This design comes from an exercise in tuning for small area and a short achievable clock period on the open sky130 flow, not from production work. In this exercise RTL edits were held to simulation tests only and were not proved equivalent to the original.

==> flow/config.mk <==
export PLATFORM = sky130hd
export DESIGN_NAME = home_inventory_wb
export DESIGN_NICKNAME = home_inventory_wb
export VERILOG_FILES = /design/flow/design.v
export SDC_FILE = /design/flow/constraint.sdc
export NUM_CORES = 4
export LEC_CHECK = 0
export CAP_MARGIN = 20
export CORE_MARGIN = 2
export CORE_UTILIZATION = 30
export PLACE_DENSITY = 0.45
export SLEW_MARGIN = 20
==> flow/constraint.sdc <==
create_clock -name core_clock -period 8.5 [get_ports {wb_clk_i}]
set_input_delay 1.7000 -clock core_clock [delete_from_list [all_inputs] [get_ports {wb_clk_i}]]
set_output_delay 1.7000 -clock core_clock [all_outputs]
set_load 0.01 [all_outputs]
==> flow/run.sh <==
#!/bin/bash
# synth_recipe.tcl (not shown) runs the flow's synth.tcl, then flattens the netlist and writes it again
# the make line also repeats each setting of config.mk as NAME=value (left out here)
make -C /OpenROAD-flow-scripts/flow DESIGN_CONFIG=/design/flow/config.mk WORK_HOME=/design/flow/orfs CLKGATE_MAP_FILE= SYNTH_SCRIPT=/design/flow/synth_recipe.tcl finish
==> flow/design.v <==
`timescale 1ns/100ps
`default_nettype none
package hic_event_pkg;
    localparam int N_CH_DEFAULT = 8;
    localparam int DATA_W       = 32;
    typedef logic signed [DATA_W-1:0] sample_t;
    typedef logic signed [DATA_W-1:0] delta_t;
    typedef logic [DATA_W-1:0] count_t;
    typedef logic [DATA_W-1:0] ts_t;
    localparam sample_t SAMPLE_BASE = 32'sh0000_1000;
endpackage
`default_nettype wire
`timescale 1ns/100ps
`default_nettype none
package hic_regmap_pkg;
    localparam logic [31:0] ADR_ID                 = 32'h0000_0000;
    localparam logic [31:0] ADR_VERSION            = 32'h0000_0004;
    localparam logic [31:0] ADR_CTRL               = 32'h0000_0008;
    localparam logic [31:0] ADR_TIME_NOW           = 32'h0000_0010;
    localparam logic [31:0] ADR_ADC_CMD            = 32'h0000_0020;
    localparam logic [31:0] ADR_ADC_SNAPSHOT_COUNT = 32'h0000_0024;
    localparam logic [31:0] ADR_EVT_CFG            = 32'h0000_0080;
    localparam logic [31:0] ADR_ADC_RAW_BASE        = 32'h0000_0040;
    localparam logic [31:0] ADR_EVT_THRESH_BASE     = 32'h0000_00A0;
    localparam logic [31:0] ADR_EVT_COUNT_BASE      = 32'h0000_00C0;
    localparam logic [31:0] ADR_EVT_LAST_DELTA_BASE = 32'h0000_00E0;
    localparam logic [31:0] ADR_EVT_LAST_TS_BASE    = 32'h0000_0100;
    localparam logic [31:0] CHIP_ID      = 32'h4849_4348;
    localparam logic [31:0] CHIP_VERSION = 32'h0000_0001;
    localparam int CTRL_ENABLE_BIT    = 0;
    localparam int CTRL_START_BIT     = 1;
    localparam int SNAPSHOT_BIT       = 0;
    localparam int EVT_CLR_COUNTS_BIT = 8;
    localparam int EVT_CLR_HIST_BIT   = 9;
endpackage
`default_nettype wire
`timescale 1ns/100ps
`default_nettype none
module hic_snapshot_gen #(
    parameter int N_CH = hic_event_pkg::N_CH_DEFAULT
) (
    input  logic        wb_clk_i,
    input  logic        wb_rst_i,
    input  logic        snapshot_fire_i,
    output logic        sample_valid_o,
    output logic [31:0] ts_now_o,
    output logic [31:0] snapshot_count_o
);
    logic [31:0] time_q;
    logic [31:0] snap_cnt_q;
    logic        valid_q;
    always_ff @(posedge wb_clk_i) begin
        if (wb_rst_i) begin
            time_q <= '0;
        end else begin
            time_q <= time_q + 1'b1;
        end
    end
    always_ff @(posedge wb_clk_i) begin
        if (wb_rst_i) begin
            snap_cnt_q <= '0;
            valid_q    <= 1'b0;
        end else begin
            valid_q <= snapshot_fire_i;
            if (snapshot_fire_i) begin
                snap_cnt_q <= snap_cnt_q + 1'b1;
            end
        end
    end
    assign sample_valid_o   = valid_q;
    assign ts_now_o         = time_q;
    assign snapshot_count_o = snap_cnt_q;
endmodule
`default_nettype wire
`timescale 1ns/100ps
`default_nettype none
module hic_evt_channel #(
    parameter int N_CH = hic_event_pkg::N_CH_DEFAULT,
    parameter int CH   = 0
) (
    input  logic        wb_clk_i,
    input  logic        wb_rst_i,
    input  logic        sample_valid_i,
    input  logic [31:0] sample_i,
    input  logic [31:0] ts_now_i,
    input  logic        enabled_i,
    input  logic [31:0] thresh_i,
    input  logic        clear_counts_i,
    input  logic        clear_history_i,
    output logic [31:0] count_o,
    output logic [31:0] last_delta_o,
    output logic [31:0] last_ts_o
);
    localparam int DATA_W = hic_event_pkg::DATA_W;
    logic signed [DATA_W-1:0] prev_q;
    logic                     have_prev_q;
    logic [DATA_W-1:0]        count_q;
    logic signed [DATA_W-1:0] last_delta_q;
    logic [DATA_W-1:0]        last_ts_q;
    logic signed [DATA_W-1:0] delta;
    logic [DATA_W-1:0]        abs_delta;
    logic                     hit;
    assign delta     = sample_i - prev_q;
    assign abs_delta = delta[DATA_W-1] ? DATA_W'(-delta) : DATA_W'(delta);
    assign hit       = have_prev_q && (abs_delta >= thresh_i);
    always_ff @(posedge wb_clk_i) begin
        if (wb_rst_i) begin
            prev_q       <= '0;
            have_prev_q  <= 1'b0;
            count_q      <= '0;
            last_delta_q <= '0;
            last_ts_q    <= '0;
        end else if (clear_counts_i || clear_history_i) begin
            if (clear_counts_i) begin
                count_q <= '0;
            end
            if (clear_history_i) begin
                prev_q       <= '0;
                have_prev_q  <= 1'b0;
                last_delta_q <= '0;
                last_ts_q    <= '0;
            end
        end else if (sample_valid_i && enabled_i) begin
            if (hit) begin
                count_q      <= count_q + 1'b1;
                last_delta_q <= delta;
                last_ts_q    <= ts_now_i;
            end
            prev_q      <= sample_i;
            have_prev_q <= 1'b1;
        end
    end
    assign count_o      = count_q;
    assign last_delta_o = last_delta_q;
    assign last_ts_o    = last_ts_q;
endmodule
`default_nettype wire
`timescale 1ns/100ps
`default_nettype none
module hic_wb_regs #(
    parameter int N_CH = hic_event_pkg::N_CH_DEFAULT
) (
    input  logic               wb_clk_i,
    input  logic               wb_rst_i,
    input  logic               wbs_cyc_i,
    input  logic               wbs_stb_i,
    input  logic               wbs_we_i,
    input  logic [3:0]         wbs_sel_i,
    input  logic [31:0]        wbs_adr_i,
    input  logic [31:0]        wbs_dat_i,
    output logic               wbs_ack_o,
    output logic [31:0]        wbs_dat_o,
    output logic               ctrl_enable_o,
    output logic               ctrl_start_o,
    output logic               snapshot_fire_o,
    input  logic [31:0]        ts_now_i,
    input  logic [31:0]        snapshot_count_i,
    input  logic [N_CH*32-1:0] sample_i,
    input  logic [N_CH*32-1:0] count_i,
    input  logic [N_CH*32-1:0] last_delta_i,
    input  logic [N_CH*32-1:0] last_ts_i,
    output logic [N_CH-1:0]    evt_en_o,
    output logic [N_CH*32-1:0] thresh_o,
    output logic               clear_counts_o,
    output logic               clear_history_o
);
    localparam int DATA_W = hic_event_pkg::DATA_W;
    localparam logic [31:0] ADR_ID                  = hic_regmap_pkg::ADR_ID;
    localparam logic [31:0] ADR_VERSION             = hic_regmap_pkg::ADR_VERSION;
    localparam logic [31:0] ADR_CTRL                = hic_regmap_pkg::ADR_CTRL;
    localparam logic [31:0] ADR_TIME_NOW            = hic_regmap_pkg::ADR_TIME_NOW;
    localparam logic [31:0] ADR_ADC_CMD             = hic_regmap_pkg::ADR_ADC_CMD;
    localparam logic [31:0] ADR_ADC_SNAPSHOT_COUNT  = hic_regmap_pkg::ADR_ADC_SNAPSHOT_COUNT;
    localparam logic [31:0] ADR_EVT_CFG             = hic_regmap_pkg::ADR_EVT_CFG;
    localparam logic [31:0] ADR_ADC_RAW_BASE        = hic_regmap_pkg::ADR_ADC_RAW_BASE;
    localparam logic [31:0] ADR_EVT_THRESH_BASE     = hic_regmap_pkg::ADR_EVT_THRESH_BASE;
    localparam logic [31:0] ADR_EVT_COUNT_BASE      = hic_regmap_pkg::ADR_EVT_COUNT_BASE;
    localparam logic [31:0] ADR_EVT_LAST_DELTA_BASE = hic_regmap_pkg::ADR_EVT_LAST_DELTA_BASE;
    localparam logic [31:0] ADR_EVT_LAST_TS_BASE    = hic_regmap_pkg::ADR_EVT_LAST_TS_BASE;
    localparam logic [31:0] CHIP_ID                 = hic_regmap_pkg::CHIP_ID;
    localparam logic [31:0] CHIP_VERSION            = hic_regmap_pkg::CHIP_VERSION;
    localparam int CTRL_ENABLE_BIT    = hic_regmap_pkg::CTRL_ENABLE_BIT;
    localparam int CTRL_START_BIT     = hic_regmap_pkg::CTRL_START_BIT;
    localparam int SNAPSHOT_BIT       = hic_regmap_pkg::SNAPSHOT_BIT;
    localparam int EVT_CLR_COUNTS_BIT = hic_regmap_pkg::EVT_CLR_COUNTS_BIT;
    localparam int EVT_CLR_HIST_BIT   = hic_regmap_pkg::EVT_CLR_HIST_BIT;
    logic              wb_valid;
    logic              wb_fire;
    logic              wr_fire;
    logic [31:0]       adr_w;
    logic [2:0]        ch_idx;
    logic              ch_ok;
    logic [31:0]       rd_data;
    logic              start_req;
    logic              clr_counts_req;
    logic              clr_hist_req;
    logic [31:0]       thresh_merged;
    logic              in_raw;
    logic              in_thresh;
    logic              in_count;
    logic              in_delta;
    logic              in_ts;
    logic              enable_q;
    logic              start_pend_q;
    logic              start_q;
    logic              clr_counts_q;
    logic              clr_hist_q;
    logic [N_CH-1:0]   evt_en_q;
    logic [N_CH*32-1:0] thresh_q;
    assign wb_valid = wbs_cyc_i & wbs_stb_i;
    assign wb_fire  = wb_valid & ~wbs_ack_o;
    assign wr_fire  = wb_fire & wbs_we_i;
    assign adr_w    = {wbs_adr_i[31:2], 2'b00};
    assign ch_idx   = wbs_adr_i[4:2];
    assign ch_ok    = {29'd0, ch_idx} < N_CH;
    assign in_raw    = adr_w[31:5] == ADR_ADC_RAW_BASE[31:5];
    assign in_thresh = adr_w[31:5] == ADR_EVT_THRESH_BASE[31:5];
    assign in_count  = adr_w[31:5] == ADR_EVT_COUNT_BASE[31:5];
    assign in_delta  = adr_w[31:5] == ADR_EVT_LAST_DELTA_BASE[31:5];
    assign in_ts     = adr_w[31:5] == ADR_EVT_LAST_TS_BASE[31:5];
    assign start_req = wr_fire && (adr_w == ADR_CTRL)
                       && wbs_sel_i[CTRL_START_BIT / 8] && wbs_dat_i[CTRL_START_BIT];
    assign snapshot_fire_o = wr_fire && (adr_w == ADR_ADC_CMD)
                             && wbs_sel_i[SNAPSHOT_BIT / 8] && wbs_dat_i[SNAPSHOT_BIT];
    assign clr_counts_req = wr_fire && (adr_w == ADR_EVT_CFG)
                            && wbs_sel_i[EVT_CLR_COUNTS_BIT / 8]
                            && wbs_dat_i[EVT_CLR_COUNTS_BIT];
    assign clr_hist_req = wr_fire && (adr_w == ADR_EVT_CFG)
                          && wbs_sel_i[EVT_CLR_HIST_BIT / 8]
                          && wbs_dat_i[EVT_CLR_HIST_BIT];
    always_comb begin
        thresh_merged = thresh_q[32*ch_idx +: 32];
        for (int b = 0; b < 4; b++) begin
            if (wbs_sel_i[b]) begin
                thresh_merged[8*b +: 8] = wbs_dat_i[8*b +: 8];
            end
        end
    end
    always_ff @(posedge wb_clk_i) begin
        if (wb_rst_i) begin
            wbs_ack_o    <= 1'b0;
            wbs_dat_o    <= '0;
            enable_q     <= 1'b0;
            start_pend_q <= 1'b0;
            start_q      <= 1'b0;
            clr_counts_q <= 1'b0;
            clr_hist_q   <= 1'b0;
            evt_en_q     <= '0;
            thresh_q     <= '0;
        end else begin
            wbs_ack_o <= wb_valid & ~wbs_ack_o;
            if (wb_fire) begin
                wbs_dat_o <= rd_data;
            end
            start_pend_q <= start_req;
            start_q      <= start_pend_q;
            clr_counts_q <= clr_counts_req;
            clr_hist_q   <= clr_hist_req;
            if (wr_fire && (adr_w == ADR_CTRL) && wbs_sel_i[CTRL_ENABLE_BIT / 8]) begin
                enable_q <= wbs_dat_i[CTRL_ENABLE_BIT];
            end
            if (wr_fire && (adr_w == ADR_EVT_CFG) && wbs_sel_i[0]) begin
                evt_en_q <= wbs_dat_i[N_CH-1:0];
            end
            if (wr_fire && ch_ok && in_thresh) begin
                thresh_q[32*ch_idx +: 32] <= thresh_merged;
            end
        end
    end
    always_comb begin
        rd_data = '0;
        if (ch_ok && in_raw) begin
            rd_data = sample_i[32*ch_idx +: 32];
        end else if (ch_ok && in_thresh) begin
            rd_data = thresh_q[32*ch_idx +: 32];
        end else if (ch_ok && in_count) begin
            rd_data = count_i[32*ch_idx +: 32];
        end else if (ch_ok && in_delta) begin
            rd_data = last_delta_i[32*ch_idx +: 32];
        end else if (ch_ok && in_ts) begin
            rd_data = last_ts_i[32*ch_idx +: 32];
        end else begin
            case (adr_w)
                ADR_ID:                 rd_data = CHIP_ID;
                ADR_VERSION:            rd_data = CHIP_VERSION;
                ADR_CTRL:               rd_data[CTRL_ENABLE_BIT] = enable_q;
                ADR_TIME_NOW:           rd_data = ts_now_i;
                ADR_ADC_SNAPSHOT_COUNT: rd_data = snapshot_count_i;
                ADR_EVT_CFG:            rd_data[N_CH-1:0] = evt_en_q;
                default:                rd_data = '0;
            endcase
        end
    end
    assign ctrl_enable_o   = enable_q;
    assign ctrl_start_o    = start_q;
    assign evt_en_o        = evt_en_q;
    assign thresh_o        = thresh_q;
    assign clear_counts_o  = clr_counts_q;
    assign clear_history_o = clr_hist_q;
endmodule
`default_nettype wire
`timescale 1ns/100ps
`default_nettype none
module home_inventory_wb #(
    parameter int N_CH = hic_event_pkg::N_CH_DEFAULT
) (
    input  logic               wb_clk_i,
    input  logic               wb_rst_i,
    input  logic               wbs_cyc_i,
    input  logic               wbs_stb_i,
    input  logic               wbs_we_i,
    input  logic [3:0]         wbs_sel_i,
    input  logic [31:0]        wbs_adr_i,
    input  logic [31:0]        wbs_dat_i,
    input  logic [N_CH*32-1:0] adc_data_i,
    output logic               wbs_ack_o,
    output logic [31:0]        wbs_dat_o,
    output logic               ctrl_enable_o,
    output logic               ctrl_start_o
);
    logic               snapshot_fire;
    logic               sample_valid;
    logic [31:0]        ts_now;
    logic [31:0]        snapshot_count;
    logic [N_CH-1:0]    evt_en;
    logic [N_CH*32-1:0] thresh;
    logic               clear_counts;
    logic               clear_history;
    logic [N_CH*32-1:0] count;
    logic [N_CH*32-1:0] last_delta;
    logic [N_CH*32-1:0] last_ts;
    hic_wb_regs #(.N_CH(N_CH)) i_hic_wb_regs (
        .wb_clk_i         (wb_clk_i),
        .wb_rst_i         (wb_rst_i),
        .wbs_cyc_i        (wbs_cyc_i),
        .wbs_stb_i        (wbs_stb_i),
        .wbs_we_i         (wbs_we_i),
        .wbs_sel_i        (wbs_sel_i),
        .wbs_adr_i        (wbs_adr_i),
        .wbs_dat_i        (wbs_dat_i),
        .wbs_ack_o        (wbs_ack_o),
        .wbs_dat_o        (wbs_dat_o),
        .ctrl_enable_o    (ctrl_enable_o),
        .ctrl_start_o     (ctrl_start_o),
        .snapshot_fire_o  (snapshot_fire),
        .ts_now_i         (ts_now),
        .snapshot_count_i (snapshot_count),
        .sample_i         (adc_data_i),
        .count_i          (count),
        .last_delta_i     (last_delta),
        .last_ts_i        (last_ts),
        .evt_en_o         (evt_en),
        .thresh_o         (thresh),
        .clear_counts_o   (clear_counts),
        .clear_history_o  (clear_history)
    );
    hic_snapshot_gen #(.N_CH(N_CH)) i_hic_snapshot_gen (
        .wb_clk_i         (wb_clk_i),
        .wb_rst_i         (wb_rst_i),
        .snapshot_fire_i  (snapshot_fire),
        .sample_valid_o   (sample_valid),
        .ts_now_o         (ts_now),
        .snapshot_count_o (snapshot_count)
    );
    for (genvar c = 0; c < N_CH; c++) begin : g_chan
        hic_evt_channel #(
            .N_CH (N_CH),
            .CH   (c)
        ) i_hic_evt_channel (
            .wb_clk_i        (wb_clk_i),
            .wb_rst_i        (wb_rst_i),
            .sample_valid_i  (sample_valid),
            .sample_i        (adc_data_i[32*c +: 32]),
            .ts_now_i        (ts_now),
            .enabled_i       (evt_en[c]),
            .thresh_i        (thresh[32*c +: 32]),
            .clear_counts_i  (clear_counts),
            .clear_history_i (clear_history),
            .count_o         (count[32*c +: 32]),
            .last_delta_o    (last_delta[32*c +: 32]),
            .last_ts_o       (last_ts[32*c +: 32])
        );
    end
endmodule
`default_nettype wire
==> flow_summary.yaml <==
synth:
  ys_warn_count: 10
  synth_seq_cells: 1399
  synth_fp_nets: 11427
  synth_cell_types: 109
  synth_area_leaders: "dfxtp_1, mux4_2, ha_1, nor2_1, mux2i_1"
  synthFlopType: "dfxtp_1"
  synthMostInstantiatedCell: "dfxtp_1"
  yosysSeqAreaShare_pct: 31.1
  synth_cells: 10561
  synthArstFlopShare_pct: 0
  synth.avg_cell_area_um2: 8.54
  synth_edf_count: 0
  synth_top_cell_area_share_pct: 31.1
  netlist_area_mm2: 0.0902
  synthTopCellsByCount: "dfxtp_1, nor2_1, nand2_1"
  synth_top_area_cell: "dfxtp_1"
clocking:
  cts_tree: "yes"
  postCtsSetupBuffers: 0
  clock_latency_ns: 0.91
  numCtsBuffers: 185
  clock_path_buffers: 4
  cts.sinks: 1399
  clk_pin_slew_ns: 0.06
  cts_root_buf: "clkbuf_16"
  cts.htree.levels: 4
  holdBufCountCts: 0
  post_cts_resized: 0
layout:
  stdcell_count: 15503
  nets: 12235
  drive_gt1_share_pct: 14.6
  fin_util_pct: 36.9
  nFillCells: 30443
  finalInstanceArea_mm2: 0.110
  syn_to_final_growth_pct: 22.5
  regArea_mm2: 0.0280
  multi_input_area_mm2: 0.0576
worst_setup_path:
  crit_fanout: 10
  crit_end: "g_chan[0].i_hic_evt_channel.count_q[30]"
  crit_path_frequent_cell: "buf_4"
  endpoint_kind: "flop"
  reg2reg_slack_ns: 1.35
  cp.arrival_ns: 8.95
  crit_start: "adc_data_i[0]"
  slowest_delay_ns: 0.57
  r2r-start: "g_chan[2].i_hic_evt_channel.prev_q[0]"
  r2r_cells: 25
  crit_type: "primary input to flop"
  timing.rr.end: "g_chan[2].i_hic_evt_channel.count_q[28]"
  worstPathRequired_ns: 9.30
  start_kind: "primary input"
  critical_path.slowest_cell: "nor4b_1"
routing:
  via_count: 87822
  first_pass_iters: 8
  routed_wl_mm: 458
  drcViolationCount: 0
  avgViaCountPerCell: 5.66
  ant_nets: 0
  drt-initial-drc-count: 9029
  wl_per_cell_um: 29.6
global_routing:
  grt_overflow: 0
  track_usage_pct: 28.9
  grt_pass1_vias: 83235
  antenna_found_initial: 50
  grt_max_degree: 167
  grt_first_pass_wirelength_mm: 637
timing:
  rsz0062_at_grt: "false"
  tightest_slew_ns: 1.22
  whs_ns: 0.442
  drv_slew: 0
  finalCritPeriodShare_pct: 95.9
  max_freq_ghz: 0.123
  hold_viol: 0
  finalClockSkew_ns: 0.0916
  min_period_ns: 8.15
  setup_viol: 0
  slew_headroom_pct: 18.1
place:
  hpwl_mm: 361
  port_buffers: 361
  routabilityCongestion: 1.00
  place_inst: 15138
  dpl_cell_area_mm2: 0.104
job:
  max_cap_viol_count: 0
floorplanning:
  die_y_um: 552
  io_pins: 364
  core_mm2: 0.300
  rows: 201
  die_w_um: 552
  initial_core_util_pct: 30.1
  die-area_mm2: 0.305
hold_path:
  min_from: "g_chan[5].i_hic_evt_channel.have_prev_q"
  hp-class: "flop to flop"
outcome:
  status: "timing/DRC/antenna clean"
power_and_ir_drop:
  power.total_w: 0.0188
  powerDensity_mw_per_mm2: 170
  power.leakage_nw: 40.9
  ir_worst_vdd_uv: 175
==> registers in the layout (all words and copies together), names as in the netlist, 8 cells and up <==
register,count
g_chan.i_hic_evt_channel.count_q,256
g_chan.i_hic_evt_channel.have_prev_q,8
g_chan.i_hic_evt_channel.last_delta_q,256
g_chan.i_hic_evt_channel.last_ts_q,256
g_chan.i_hic_evt_channel.prev_q,256
i_hic_snapshot_gen.snap_cnt_q,32
i_hic_snapshot_gen.time_q,32
i_hic_wb_regs.evt_en_q,8
i_hic_wb_regs.thresh_q,256
i_hic_wb_regs.wbs_dat_o,32
==> cells by family (layout without fill, tap and decap cells) <==
group,Yosys count,in the layout,synth area share (%)
adder cells (fa/ha/maj),537,537,7.52
multiplexers,776,776,13.1
AND/OR/NAND/NOR,3395,3396,18.0
AO/OA/AOI/OAI,2586,2586,19.4
buffers and inverters,1299,2254,5.47
flip-flops,1399,1399,31.1
other,0,28,0
XOR/XNOR,569,569,5.53
==> layer usage <==
metal / part of all wire, % / track usage [%] / wire [um]
met5: 0.0017 / 0 / 8
met4: 6.7 / 17.0 / 30900
met3: 6.9 / 4.21 / 31900
met2: 43 / 44.2 / 197000
met1: 43 / 38.6 / 198000
==> through the flow <==
step | setup WS [ns] | setup TNS [ns]
2_1_floorplan | 0.719 | 0
3_3_place_gp | -0.804 | -83.32
3_5_place_dp | -0.693 | -88.73
4_1_cts | 0.283 | 0
5_1_grt | 0.0559 | 0
6_report | 0.350 | 0
==> report_power, final <==
| group | total, W | internal, W | switching (W) |
|---|---|---|---|
| registers | 0.00658 | 0.00657 | 0.0000187 |
| logic | 0.00382 | 0.00151 | 0.00231 |
| clock network | 0.00836 | 0.00497 | 0.00338 |
| total | 0.0188 | 0.0130 | 0.00572 |
==> worst min-delay path by stage <==
stage,slack (ns),cells after the start,end
global placement,0.43,1,g_chan[5].i_hic_evt_channel.have_prev_q
CTS,0.44,1,g_chan[5].i_hic_evt_channel.have_prev_q
floorplan,0.41,1,i_hic_wb_regs.start_q
detailed placement,0.43,1,g_chan[5].i_hic_evt_channel.have_prev_q
finish,0.44,1,g_chan[5].i_hic_evt_channel.have_prev_q
global route,0.46,1,g_chan[5].i_hic_evt_channel.have_prev_q
==> layout make-up <==
| type | instances | area share, % |
|---|---|---|
| Clock buffer | 266 | 5.01 |
| Antenna cell | 28 | 0.0634 |
| Timing Repair Buffer | 1265 | 10.0 |
| Sequential cell | 1399 | 25.4 |
| Clock inverter | 69 | 0.742 |
| Tap cell | 3958 | 4.48 |
| Inverter | 654 | 2.23 |
| Multi-Input combinational cell | 7864 | 52.1 |
==> critical path: cells and delay by family <==
family	cells	cell delay (ns)
xor+xnor	2	0.36
compound gates	6	1.02
buf+inv	11	2.16
fa+ha+maj	3	0.71
simple gates	8	2.98
==> cells in the final DEF (no fill, tap or decap), types with 89 or more instances in the layout <==
master,synthesis,final
a211oi_1,90,89
a21o_1,209,209
a21oi_1,681,676
a22o_1,216,216
a22oi_1,359,358
and3_1,125,125
buf_4,1,852
clkbuf_16,0,191
clkdlybuf4s50_1,0,357
dfxtp_1,1399,1397
ha_1,529,528
inv_1,652,649
mux2i_1,452,452
mux4_2,320,320
nand2_1,692,683
nand3_1,255,255
nand4_1,130,130
nor2_1,1355,1337
nor3_1,152,150
o21ai_0,382,379
or3_1,158,158
xnor2_1,348,345
xor2_1,221,221

[what the ideal ports hide]
Ports are ideal in the flow. The routed layout listed here was re-timed in OpenROAD. Step 1 (the two cells are an assumption about what drives the block):
set clk [get_ports {wb_clk_i}]
set_driving_cell -lib_cell sky130_fd_sc_hd__clkbuf_16 $clk
set_driving_cell -lib_cell sky130_fd_sc_hd__buf_2 [delete_from_list [all_inputs] $clk]
Step 2 adds t to the input delays and takes it off the output delays; t is the mean of the earliest and latest rising clock arrival at the registers after step 1. Input paths then give back, and output paths get back, about the clock's delay inside the block. a / b / c = ideal ports / drivers / drivers and shift; a / b = the first two.
t (ns): 0.982
setup slack, ns: 0.350 / 0.404 / -0.577
worst slew at a driven data input, ns: 0.18
pins driven straight from the clock port: 1
With both steps, setup timing fails in this run, where it was met with ideal ports. The setup slack of this run moves by +0.054 ns with the drivers and by -0.927 ns with both steps.
